Background: an optimization exercise with open tools, aiming at small area. Do not read the settings as production practice. The RTL was checked by simulation tests, not by an equivalence proof against the original design. No activity file was given, so power comes from the tool's default toggle rates.

## avalon_flit_bridge_mc
module avalon_flit_bridge_mc #(
  parameter int NUM_CH   = 4,
  parameter int FLIT_W   = 32,
  parameter int TX_DEPTH = 8,
  parameter int RX_DEPTH = 8
) (
  input  logic                       CLK,
  input  logic                       RST,
  input  logic [2:0]                 avs_address,
  input  logic                       avs_read,
  output logic [31:0]                avs_readdata,
  output logic                       avs_readdatavalid,
  input  logic                       avs_write,
  input  logic [31:0]                avs_writedata,
  output logic                       irq,
  output logic [NUM_CH*FLIT_W-1:0]   deq_flit,
  output logic [NUM_CH-1:0]          RDY_deq_flit,
  input  logic [NUM_CH-1:0]          EN_deq_flit,
  input  logic [NUM_CH*FLIT_W-1:0]   enq_flit,
  input  logic [NUM_CH-1:0]          EN_enq_flit,
  output logic [NUM_CH-1:0]          RDY_enq_flit
);
Size in the first run: about 4,000 cells after synthesis, roughly 2,200 flip-flops, ~350 I/O pins, roughly 77,000 sq um of cells after synthesis.
export LEC_CHECK = 0
export CAP_MARGIN = 0
export CORE_MARGIN = 2
export CORE_UTILIZATION = 65
export GPL_ROUTABILITY_DRIVEN = 0
export PLACE_DENSITY = 0.8
export SLEW_MARGIN = 0
create_clock -name core_clock -period 5.5 [get_ports {CLK}]
standard.sh (not shown) runs the stock make flow with config.mk's settings and CLKGATE_MAP_FILE= SYNTH_SCRIPT=/design/flow/synth_recipe.tcl, a recipe that flattens the netlist after the stock synthesis.
==> flow/flow/run.sh <==
#!/bin/bash
# ORFS layout as standard.sh runs it, with these changes:
#  - synthesis maps the logic with an area-oriented ABC script and lets ABC
#    map the small adders too (no adder cells); the registers are unchanged,
#  - port buffers use the smallest buffer cell,
#  - CTS uses larger sink clusters and no dummy loads.
set -euo pipefail
rm -rf scripts_area
cp -r "$FLOW_HOME/scripts" scripts_area
cp flow/abc_speed.script scripts_area/abc_speed.script
export BUFFER_PORTS_ARGS="-buffer_cell sky130_fd_sc_hd__buf_1"
export CTS_ARGS="-sink_clustering_enable -repair_clock_nets -dont_use_dummy_load -sink_clustering_size 18 -sink_clustering_max_diameter 60 -buf_list sky130_fd_sc_hd__clkbuf_8"
ADDER_MAP_FILE= SCRIPTS_DIR="$PWD/scripts_area" bash standard.sh synth > synth.log 2>&1
bash standard.sh > standard.log 2>&1
==> flow/flow/abc_speed.script <==
&get -n
&st
&syn2
&dch -f
&nf -R 1000 -p -C 32
&put
==> next run, changes <==
GPL_ROUTABILITY_DRIVEN = not set   (was 0)
After rerunning:
- sequential power barely changes
- routed wire length went down by 1.2%
- sequential share of layout area barely changes
- die area does not change
- worst hold slack improved by 71 ps
- design area barely changes
- first-iteration DRC count is lower by 4.2%
- synthesized area does not change
- utilization is about the same
==> next run, changes <==
--- a/flow/flow/run.sh
+++ b/flow/flow/run.sh
@@ -10,5 +10,5 @@
 cp flow/abc_speed.script scripts_area/abc_speed.script
 export BUFFER_PORTS_ARGS="-buffer_cell sky130_fd_sc_hd__buf_1"
-export CTS_ARGS="-sink_clustering_enable -repair_clock_nets -dont_use_dummy_load -sink_clustering_size 18 -sink_clustering_max_diameter 60 -buf_list sky130_fd_sc_hd__clkbuf_8"
+export CTS_ARGS="-sink_clustering_enable -repair_clock_nets -dont_use_dummy_load -sink_clustering_size 16 -sink_clustering_max_diameter 60 -buf_list sky130_fd_sc_hd__clkbuf_8"
 ADDER_MAP_FILE= SCRIPTS_DIR="$PWD/scripts_area" bash standard.sh synth > synth.log 2>&1
 bash standard.sh > standard.log 2>&1
CAP_MARGIN = 20   (was 0)
CORE_UTILIZATION = 40   (was 65)
PLACE_DENSITY = not set   (was 0.8)
SLEW_MARGIN = 20   (was 0)
=> The changed run completed with no timing, DRC or antenna violations. Worst setup slack improved by 140 ps. Die area rose by 62%. Routed wire length is higher by 13%. Design area came out higher by 2.1%. Via count is lower by 0.94%. Synthesized area stays the same. Core utilization falls by 26 points. Combinational power goes up by about 4%.

avalon_flit_bridge_mc, a different RTL version from the one above (not shown whole).
Size: ~4000 cells after synthesis.
clock: 5.5 ns
lec_check: 0
cap_margin: 20
core_margin: 2
core_utilization: 40
slew_margin: 20
==> flow/flow/run.sh <==
#!/bin/bash
# ORFS layout as standard.sh runs it, with three changes:
#  - synthesis maps the logic with an area-oriented ABC script (same registers),
#  - port buffers use the smallest buffer cell,
#  - CTS uses larger sink clusters and no dummy loads.
set -euo pipefail
rm -rf scripts_area
cp -r "$FLOW_HOME/scripts" scripts_area
cp flow/abc_speed.script scripts_area/abc_speed.script
export BUFFER_PORTS_ARGS="-buffer_cell sky130_fd_sc_hd__buf_1"
export CTS_ARGS="-sink_clustering_enable -repair_clock_nets -dont_use_dummy_load -sink_clustering_size 16 -sink_clustering_max_diameter 60 -buf_list sky130_fd_sc_hd__clkbuf_8"
SCRIPTS_DIR="$PWD/scripts_area" bash standard.sh synth > synth.log 2>&1
bash standard.sh > standard.log 2>&1
==> flow/flow/abc_speed.script <==
&get -n
&st
&syn2
&dch
&nf -R 1000 -p
&put
Rerun with:
--- a/flow/flow/run.sh
+++ b/flow/flow/run.sh
@@ -10,3 +10,3 @@
 export BUFFER_PORTS_ARGS="-buffer_cell sky130_fd_sc_hd__buf_1"
-export CTS_ARGS="-sink_clustering_enable -repair_clock_nets -dont_use_dummy_load -sink_clustering_size 16 -sink_clustering_max_diameter 60 -buf_list sky130_fd_sc_hd__clkbuf_8"
+export CTS_ARGS="-sink_clustering_enable -repair_clock_nets -dont_use_dummy_load -sink_clustering_size 28 -sink_clustering_max_diameter 100 -buf_list sky130_fd_sc_hd__clkbuf_16"
 SCRIPTS_DIR="$PWD/scripts_area" bash standard.sh synth > synth.log 2>&1
- routed wire length fell by 0.50%
- area after synthesis stays the same
- power rose by 0.60%
- worst setup slack gets better by 170 ps

-- port drivers added, routing unchanged --
No port has a modelled driver above. Below, the same layouts with a new extraction and two added sets of constraints. Step 1: set_driving_cell puts a clkbuf_16 on CLK and a buf_2 on each other input, an assumption about the parent block. Step 2 also shifts input and output timing later by t, the mid clock arrival at the registers, as if the neighbouring blocks saw the same clock. Three values: ideal, step 1, step 2; two values: the first two.
run | t, ns | setup WS [ns] | worst setup path after step 2
the first run of note 1 | 0.924 | 0.192 / 0.192 / 0.192 | register to register
the second run of note 1 | 0.943 | 0.685 / 0.685 / 0.665 | input to register
the third run of note 1 | 0.991 | 0.826 / 0.826 / 0.826 | register to register
the first run of note 2 | 0.995 | 0.920 / 0.837 / 0.685 | input to register
the second run of note 2 | 0.819 | 1.093 / 1.011 / 0.678 | input to register
After both steps every run listed still meets setup and hold. For the second run of note 2, which loses most, drivers alone change the setup slack by -0.082 ns; drivers and shift together by -0.415 ns.
